Source: an optimization exercise on an open RTL-to-GDS flow (aim: small area, a short achievable clock period and few clock cycles per item). Production flows keep margins and buffers that such runs may drop. The RTL was checked by simulation tests, not by an equivalence proof against the original design. Power and IR drop assume default switching activity.

## flow/run.sh

```bash
#!/bin/bash
# synth_recipe.tcl (not shown) runs the flow's synth.tcl, then flattens the netlist and writes it again
# the make line also repeats each setting of config.mk as NAME=value (left out here)
make -C /OpenROAD-flow-scripts/flow DESIGN_CONFIG=/design/flow/config.mk WORK_HOME=/design/flow/orfs CLKGATE_MAP_FILE= SYNTH_SCRIPT=/design/flow/synth_recipe.tcl finish
```

## flow/config.mk

```make
export PLATFORM = sky130hd
export DESIGN_NAME = thumb_load_store_unit
export DESIGN_NICKNAME = thumb_load_store_unit
export VERILOG_FILES = /design/flow/design.v
export SDC_FILE = /design/flow/constraint.sdc
export NUM_CORES = 4
export LEC_CHECK = 0
export CAP_MARGIN = 20
export CORE_MARGIN = 2
export CORE_UTILIZATION = 40
export SLEW_MARGIN = 20
```

## flow/constraint.sdc

```tcl
create_clock -name core_clock -period 5.5 [get_ports {clk}]
set_input_delay 1.1000 -clock core_clock [delete_from_list [all_inputs] [get_ports {clk}]]
set_output_delay 1.1000 -clock core_clock [all_outputs]
set_load 0.01 [all_outputs]
```

## flow/design.v

```verilog
package tlsu_pkg;
  localparam logic [1:0] CMD_EXEC  = 2'd0;
  localparam logic [1:0] CMD_RET   = 2'd1;
  localparam logic [1:0] CMD_WRREG = 2'd2;
  localparam logic [1:0] CMD_RDREG = 2'd3;
  localparam logic [1:0] KIND_WRITE  = 2'd0;
  localparam logic [1:0] KIND_READ   = 2'd1;
  localparam logic [1:0] KIND_REPORT = 2'd2;
  localparam logic [1:0] KIND_ERROR  = 2'd3;
  localparam logic [3:0] REG_SP = 4'd13;
  localparam logic [3:0] REG_LR = 4'd14;
  localparam logic [3:0] REG_PC = 4'd15;
  localparam int unsigned PEND_DEPTH = 9;
  typedef struct packed {
    logic [1:0]  command;
    logic [15:0] instr;
    logic [3:0]  reg_index;
    logic [31:0] data;
  } in_item_t;
  typedef struct packed {
    logic [1:0]  kind;
    logic [31:0] address;
    logic [31:0] write_data;
    logic        byte_write;
    logic        branched;
    logic        thumb_state;
    logic        last;
  } out_item_t;
endpackage
module tlsu_fifo (
  input  logic               clk,
  input  logic               rst,
  input  logic               push,
  input  tlsu_pkg::in_item_t din,
  output logic               full,
  input  logic               pop,
  output logic               empty,
  output tlsu_pkg::in_item_t dout
);
  logic [53:0] slots [2];   
  logic       wr_ptr, rd_ptr;
  logic [1:0] count;
  assign full  = (count == 2'd2);
  assign empty = (count == 2'd0);
  assign dout  = slots[rd_ptr];
  always_ff @(posedge clk) begin
    if (push && !full) begin
      slots[wr_ptr] <= din;
    end
    if (rst) begin
      wr_ptr <= 1'b0;
      rd_ptr <= 1'b0;
      count  <= 2'd0;
    end else begin
      if (push && !full) wr_ptr <= ~wr_ptr;
      if (pop && !empty) rd_ptr <= ~rd_ptr;
      count <= count + 2'((push && !full) ? 1 : 0) - 2'((pop && !empty) ? 1 : 0);
    end
  end
endmodule
module tlsu_exec (
  input  logic                clk,
  input  logic                rst,
  input  logic                in_valid,
  input  tlsu_pkg::in_item_t  item,
  output logic                in_take,
  output logic                out_valid,
  output tlsu_pkg::out_item_t result,
  input  logic                out_pop
);
  typedef enum logic [1:0] {S_IDLE, S_PUSH, S_POP} state_t;
  state_t      state;
  logic [31:0] low_regs [8];
  logic [31:0] sp, lr, pc;
  logic        tbit;
  logic [5:0]  pend [tlsu_pkg::PEND_DEPTH];
  logic [3:0]  pend_count;
  logic [8:0]  list;       
  logic [31:0] msp;
  logic        stall;
  assign stall   = out_valid && !out_pop;
  assign in_take = (state == S_IDLE) && in_valid && !stall;
  logic [15:0] ins;
  logic [31:0] a_imm4, a_imm1, a_sp, a_pc, rot_v;
  logic [31:0] base;
  logic [3:0]  lo_list_idx, hi_list_idx;
  logic [8:0]  list_lo_mask;
  logic [5:0]  head;
  logic        is_pushpop;
  assign ins    = item.instr;
  assign base   = low_regs[ins[5:3]];
  assign a_imm4 = base + {25'd0, ins[10:6], 2'b00};
  assign a_imm1 = base + {27'd0, ins[10:6]};
  assign a_sp   = sp + {22'd0, ins[7:0], 2'b00};
  assign a_pc   = pc + {22'd0, ins[7:0], 2'b00};
  assign head   = pend[0];
  assign is_pushpop = (ins[15:12] == 4'hB) && (ins[10:9] == 2'd2);
  always_comb begin
    case (head[5:4])
      2'd1:    rot_v = {item.data[7:0], item.data[31:8]};
      2'd2:    rot_v = {item.data[15:0], item.data[31:16]};
      2'd3:    rot_v = {item.data[23:0], item.data[31:24]};
      default: rot_v = item.data;
    endcase
  end
  always_comb begin
    lo_list_idx = 4'd0;
    hi_list_idx = 4'd0;
    for (int i = 8; i >= 0; i--) if (list[i]) lo_list_idx = 4'(i);
    for (int i = 0; i <= 8; i++) if (list[i]) hi_list_idx = 4'(i);
    list_lo_mask = list & (list - 9'd1);
  end
  function automatic tlsu_pkg::out_item_t mk(logic [1:0] k, logic [31:0] a, logic [31:0] w,
                                   logic bw, logic br, logic t, logic l);
    mk = {k, a, w, bw, br, t, l};
  endfunction
  always_ff @(posedge clk) begin
    if (rst) begin
      state      <= S_IDLE;
      out_valid  <= 1'b0;
      for (int i = 0; i < 8; i++) low_regs[i] <= '0;
      sp         <= '0;
      lr         <= '0;
      pc         <= '0;
      tbit       <= 1'b1;
      pend_count <= '0;
      list       <= '0;
      msp        <= '0;
    end else begin
      if (out_valid && out_pop) out_valid <= 1'b0;
      case (state)
        S_IDLE: begin
          if (in_take) begin
            out_valid <= 1'b1;
            result    <= mk(tlsu_pkg::KIND_ERROR, '0, '0, 1'b0, 1'b0, tbit, 1'b1);
            case (item.command)
              tlsu_pkg::CMD_EXEC: begin
                if (pend_count != 4'd0) begin
                end else if (ins[15:11] == 5'b01001) begin
                  result <= mk(tlsu_pkg::KIND_READ, a_pc, '0, 1'b0, 1'b0, tbit, 1'b1);
                  pend[0] <= {2'd0, 1'b0, ins[10:8]};
                  pend_count <= 4'd1;
                end else if (ins[15:13] == 3'b011) begin
                  case (ins[12:11])
                    2'd0: result <= mk(tlsu_pkg::KIND_WRITE, {a_imm4[31:2], 2'b00}, low_regs[ins[2:0]],
                                       1'b0, 1'b0, tbit, 1'b1);
                    2'd1: begin
                      result <= mk(tlsu_pkg::KIND_READ, {a_imm4[31:2], 2'b00}, '0, 1'b0, 1'b0, tbit, 1'b1);
                      pend[0] <= {a_imm4[1:0], 1'b0, ins[2:0]};
                      pend_count <= 4'd1;
                    end
                    2'd2: result <= mk(tlsu_pkg::KIND_WRITE, a_imm1, {24'd0, low_regs[ins[2:0]][7:0]},
                                       1'b1, 1'b0, tbit, 1'b1);
                    default: ;
                  endcase
                end else if (ins[15:12] == 4'h9) begin
                  if (ins[11]) begin
                    result <= mk(tlsu_pkg::KIND_READ, {a_sp[31:2], 2'b00}, '0, 1'b0, 1'b0, tbit, 1'b1);
                    pend[0] <= {a_sp[1:0], 1'b0, ins[10:8]};
                    pend_count <= 4'd1;
                  end else begin
                    result <= mk(tlsu_pkg::KIND_WRITE, {a_sp[31:2], 2'b00}, low_regs[ins[10:8]],
                                 1'b0, 1'b0, tbit, 1'b1);
                  end
                end else if (is_pushpop) begin
                  out_valid <= 1'b0;
                  if (ins[8:0] != 9'd0) begin
                    list  <= ins[8:0];
                    msp   <= sp;
                    state <= ins[11] ? S_POP : S_PUSH;
                  end
                end
              end
              tlsu_pkg::CMD_RET: begin
                if (pend_count != 4'd0) begin
                  for (int i = 0; i < tlsu_pkg::PEND_DEPTH - 1; i++) pend[i] <= pend[i + 1];
                  pend_count <= pend_count - 4'd1;
                  if (head[3:0] == tlsu_pkg::REG_PC) begin
                    tbit <= rot_v[0];
                    pc   <= {rot_v[31:1], 1'b0};
                    result <= mk(tlsu_pkg::KIND_REPORT, 32'(tlsu_pkg::REG_PC), {rot_v[31:1], 1'b0},
                                 1'b0, 1'b1, rot_v[0], 1'b1);
                  end else begin
                    low_regs[head[2:0]] <= rot_v;
                    result <= mk(tlsu_pkg::KIND_REPORT, {28'd0, head[3:0]}, rot_v,
                                 1'b0, 1'b0, tbit, 1'b1);
                  end
                end
              end
              default: begin
                logic [31:0] v;
                logic ok;
                ok = 1'b1;
                v  = item.data;
                if (item.reg_index[3] == 1'b0) begin
                  if (item.command == tlsu_pkg::CMD_WRREG) low_regs[item.reg_index[2:0]] <= item.data;
                  else v = low_regs[item.reg_index[2:0]];
                end else if (item.reg_index == tlsu_pkg::REG_SP) begin
                  if (item.command == tlsu_pkg::CMD_WRREG) sp <= item.data; else v = sp;
                end else if (item.reg_index == tlsu_pkg::REG_LR) begin
                  if (item.command == tlsu_pkg::CMD_WRREG) lr <= item.data; else v = lr;
                end else if (item.reg_index == tlsu_pkg::REG_PC) begin
                  if (item.command == tlsu_pkg::CMD_WRREG) pc <= item.data; else v = pc;
                end else begin
                  ok = 1'b0;
                end
                if (ok) result <= mk(tlsu_pkg::KIND_REPORT, {28'd0, item.reg_index}, v,
                                     1'b0, 1'b0, tbit, 1'b1);
              end
            endcase
          end
        end
        S_POP: begin
          if (!stall) begin
            out_valid <= 1'b1;
            result <= mk(tlsu_pkg::KIND_READ, {msp[31:2], 2'b00}, '0, 1'b0, 1'b0, tbit,
                         list_lo_mask == 9'd0);
            pend[pend_count] <= {2'd0, (lo_list_idx == 4'd8) ? tlsu_pkg::REG_PC : lo_list_idx};
            pend_count <= pend_count + 4'd1;
            msp  <= msp + 32'd4;
            list <= list_lo_mask;
            if (list_lo_mask == 9'd0) begin
              sp    <= msp + 32'd4;
              state <= S_IDLE;
            end
          end
        end
        S_PUSH: begin
          if (!stall) begin
            out_valid <= 1'b1;
            result <= mk(tlsu_pkg::KIND_WRITE, {msp[31:2] - 30'd1, 2'b00},
                         (hi_list_idx == 4'd8) ? lr : low_regs[hi_list_idx[2:0]],
                         1'b0, 1'b0, tbit, (list & ~(9'd1 << hi_list_idx)) == 9'd0);
            msp  <= msp - 32'd4;
            list <= list & ~(9'd1 << hi_list_idx);
            if ((list & ~(9'd1 << hi_list_idx)) == 9'd0) begin
              sp    <= msp - 32'd4;
              state <= S_IDLE;
            end
          end
        end
        default: state <= S_IDLE;
      endcase
    end
  end
endmodule
module thumb_load_store_unit (
  input  logic        clk,
  input  logic        rst,
  input  logic        push,
  input  logic [53:0] item,
  output logic        full,
  output logic        empty,
  input  logic        pop,
  output logic [69:0] result
);
  logic      q_empty, q_take, out_valid;
  tlsu_pkg::in_item_t  q_item;
  tlsu_pkg::out_item_t r_item;
  tlsu_fifo u_fifo (
    .clk(clk), .rst(rst), .push(push), .din(tlsu_pkg::in_item_t'(item)), .full(full),
    .pop(q_take), .empty(q_empty), .dout(q_item)
  );
  tlsu_exec u_exec (
    .clk(clk), .rst(rst), .in_valid(!q_empty), .item(q_item), .in_take(q_take),
    .out_valid(out_valid), .result(r_item), .out_pop(pop)
  );
  assign result = r_item;
  assign empty  = !out_valid;
endmodule
```

==> results.py <==
metrics = {
    "sta": {
        "fin_worst_skew_ps": 40.9,
        "layout_setup_ws_ps": 755,
        "holdWs_ps": 479,
        "worst_pin_slew_ps": 1280,
        "rsz0062_at_grt": "no",
        "min_period_ps": 4740,
        "max_freq_ghz": 0.211,
        "drv_slew": 0,
        "hold_violations": 0,
        "fin_crit_sh": 0.863,
        "tns_ps": 0,
        "worst_slew_margin_rel": 0.123,
        "setup_viol": 0,
    },
    "floorplan": {
        "core_um2": 110000,
        "ios": 130,
        "start_util": 0.402,
        "core.rowCount": 122,
        "chipHeight_um": 337,
        "fp.dieW_um": 337,
        "dieArea_um2": 114000,
    },
    "clock_tree": {
        "cts_hold_buf": 0,
        "cts_tree": "built",
        "cts_resized": 0,
        "cts_sinks": 622,
        "cts_setup_buffers": 0,
        "h-tree-depth": 3,
        "clock-root-buffer": "clkbuf_16",
        "clk_latency_ps": 700,
        "cts_inserted_buffers": 76,
        "path_clk_slew_ps": 60,
        "clock_path_buffers": 3,
    },
    "yosys": {
        "mappedNetlistNets": 5480,
        "syn_area_um2": 44400,
        "yosysUniqueCellTypes": 102,
        "yosysWarnings": 2,
        "synthArstFlopShare": 0,
        "synthXorXnorAreaFrac": 0.0243,
        "synthFlopType": "edfxtp_1",
        "synth_edf_count": 470,
        "avgSynthCellArea_um2": 8.26,
        "synth_mux_area_frac": 0.0695,
        "synth-compound-area-share": 0.238,
        "synth_top_family_by_area": "compound AO/OA/AOI/OAI gates",
        "ys_seq_area_frac": 0.387,
        "ys_seq_elements": 622,
        "synth-simple-area-share": 0.221,
        "synthAdderAreaFrac": 0.0134,
        "syn-instance-count": 5377,
    },
    "placement": {
        "dp_cells": 6730,
        "pre_cts_slack_ps": 861,
        "gp_congestion": 1.08,
        "io_buffer_count": 129,
        "dpl.hpwl_um": 156000,
    },
    "critical_path": {
        "worstPathMaxFanout": 25,
        "critPathLaunchType": "register",
        "r2r_end": "u_exec.result[62]",
        "timing.reg2reg.setup_slack_ps": 760,
        "worstPathArrival_ps": 5170,
        "worstSetupPathType": "register to register",
        "endpoint_kind": "register",
        "cp.required_ps": 5920,
        "worstRegToRegCells": 15,
    },
    "detailed_routing": {
        "wl_um": 228000,
        "drt_iter0_drc": 7985,
        "firstDrtPassIters": 10,
        "ant_nets": 0,
        "vias": 46900,
        "wl_per_cell_um": 33.1,
        "viasPerCell": 6.81,
        "drc": 0,
    },
    "worst_hold_path": {
        "holdCritPathClass": "register to register",
        "hold_start": "u_exec.msp[1]",
        "hold_path_depth": 2,
        "min_to": "u_exec.msp[1]",
    },
    "pwr": {
        "peakVddDrop_v": 0.000322,
        "power.density_nw_per_um2": 527,
        "leakage_nw": 17.3,
    },
    "final_layout": {
        "fillers": 10700,
        "drive_gt1_frac": 0.101,
        "stdcell_count": 6881,
        "nNetsFinal": 5424,
        "area_growth_pct": 13.6,
    },
    "global_route": {
        "antenna_found_initial": 24,
        "grt_pass1_wl_um": 318000,
        "grt_max_degree": 129,
        "grt_pass1_vias": 42000,
        "gr-total-overflow": 0,
        "grt.total_usage": 0.390,
    },
    "run": {
        "maxCapViolCount": 0,
    },
    "run_status": {
        "status": "no timing/DRC/antenna violations",
    },
}
[cell families after synthesis]
family | count (synthesis)
and+or+nand+nor | 2239
AOI/OAI and AO/OA | 1564
DFF | 622
buffers and inverters | 531
muxes | 253
xor gates and xnor gates | 123
adders and majority gates | 45
[per-stage QoR]
stage	instance area [µm²]	utilization	total power, W
3_5_place_dp	47800	0.433	0.0205
4_1_cts	50400	0.457	0.0258
2_1_floorplan	44400	-	0.0145
5_1_grt	50400	0.457	0.0272
6_report	50400	0.457	0.0266
3_3_place_gp	47800	0.433	0.0205
[worst max-delay path by stage]
| stage | from | to | slack, ps | cells after the start |
|---|---|---|---|---|
| 2_1_floorplan | pop | u_exec.result[0] | 350 | 5 |
| 5_1_grt | register | u_exec.result[54] | 500 | 14 |
| 6_report | register | u_exec.result[62] | 760 | 15 |
| 3_3_place_gp | register | u_exec.result[66] | 810 | 15 |
| 3_5_place_dp | register | u_exec.result[54] | 860 | 14 |
| 4_1_cts | register | u_exec.result[54] | 840 | 14 |
[flip-flops by register name (all words and copies together) (netlist names), named ones only]
name and count:
u_exec.low_regs 256, u_fifo.slots 108, u_exec.result 70, u_exec.pend 38
u_exec.lr 32, u_exec.msp 32, u_exec.pc 32, u_exec.sp 32
u_exec.list 9, u_exec.pend_count 4, u_exec.state 2, u_fifo.count 2
u_exec.out_valid 1, u_exec.tbit 1, u_fifo.rd_ptr 1, u_fifo.wr_ptr 1
[layer usage]
layer / global-route usage / share of wire / up-vias
met2: 0.557 / 0.41 / 3783
met3: 0.136 / 0.14 / 892
met4: 0.263 / 0.082 / 27
met1: 0.495 / 0.37 / 22400
met5: 0 / 0.0011 / -
li1: - / - / 19800
[cells in the final DEF, fill, tap and decap left out, types with 26 or more instances in the layout]
| cell type | instances |
|---|---|
| nand2_1 | 1135 |
| nor2_1 | 530 |
| edfxtp_1 | 470 |
| o21ai_0 | 430 |
| a21oi_1 | 220 |
| buf_4 | 187 |
| nand3_1 | 184 |
| mux2i_1 | 151 |
| dfxtp_1 | 148 |
| a211oi_1 | 133 |
| and3_1 | 132 |
| clkdlybuf4s50_1 | 128 |
| a311oi_1 | 113 |
| a31oi_1 | 92 |
| o22ai_1 | 85 |
| clkbuf_16 | 77 |
| xnor2_1 | 74 |
| a221oi_1 | 68 |
| a22oi_1 | 55 |
| o221ai_1 | 53 |
| inv_1 | 50 |
| o21ai_1 | 49 |
| xor2_1 | 49 |
| nor3_1 | 43 |
| mux2_2 | 42 |
| ha_1 | 40 |
| mux4_2 | 39 |
| nand2b_1 | 37 |
| o32ai_1 | 32 |
| o2bb2ai_1 | 31 |
| o211ai_1 | 26 |
[synthesized netlist by cell type (all sizes together), types with 93 or more instances]
cell    count  area share
nor2      545       0.047
a211oi    133       0.022
nand3     187       0.021
clkbuf    359       0.030
a21oi     221       0.025
mux2i     171       0.039
dfxtp     152       0.069
edfxtp    470        0.32
a31oi      93       0.013
nand2    1138       0.096
and3      134       0.019
o21ai     480       0.054
a311oi    113       0.022
buf       112       0.013
[final cells by class]
type / instances / area (µm²) / area share
Antenna cell: 10 / 25.0 / 0.000496
Sequential cell: 622 / 17200 / 0.340
Timing Repair Buffer: 337 / 3130 / 0.0620
Tap cell: 1488 / 1860 / 0.0369
Clock buffer: 95 / 1990 / 0.0395
Clock inverter: 45 / 574 / 0.0114
Inverter: 60 / 233 / 0.00461
Multi-Input combinational cell: 4224 / 25500 / 0.505
[report_power, final]
part	switching (W)	internal, W	leakage, nW
logic	0.0107	0.00451	10.3
registers	0.000518	0.00561	5.87
clock network	0.00228	0.00300	1.22
total	0.0135	0.0131	17.3
[worst max-delay path, stage by stage (launching register included)]
cell,delay [ps]
dfxtp_4,500
mux2i_4,290
buf_4,300
buf_4,440
o21ai_1,150
o2bb2ai_2,410
inv_1,100
ha_1,350
a21o_1,160
a21oi_1,160
nor4_2,530
nand3_1,280
nor3_1,230
xor2_1,90
a221oi_1,340
o21ai_1,110
Testbench counts, summed over its fixed seeds: cycles 7,747, items 4,194.

[re-timing with driven ports]
In the flow no input, the clock included, has a driving cell. The finished layout below was timed again as built, in two steps.
Step 1 sets driving cells, clkbuf_16 on the clock port and buf_2 on the other inputs (assumed; they add their load-dependent delay and slew).
Step 2 adds t to the input delays and takes it off the output delays; t is the mean of the earliest and latest rising clock arrival at the registers after step 1. Input paths then give back, and output paths get back, about the clock's delay inside the block.
a / b / c = ideal ports / drivers / drivers and shift; a / b = the first two.
t, ns: 0.756
setup WS [ns]: 0.755 / 0.755 / 0.755
worst data-port slew with drivers (ns): 0.07
After both steps setup and hold are still met in this run. For this run, drivers alone change the setup slack by 0.000 ns; drivers and shift together by 0.000 ns.
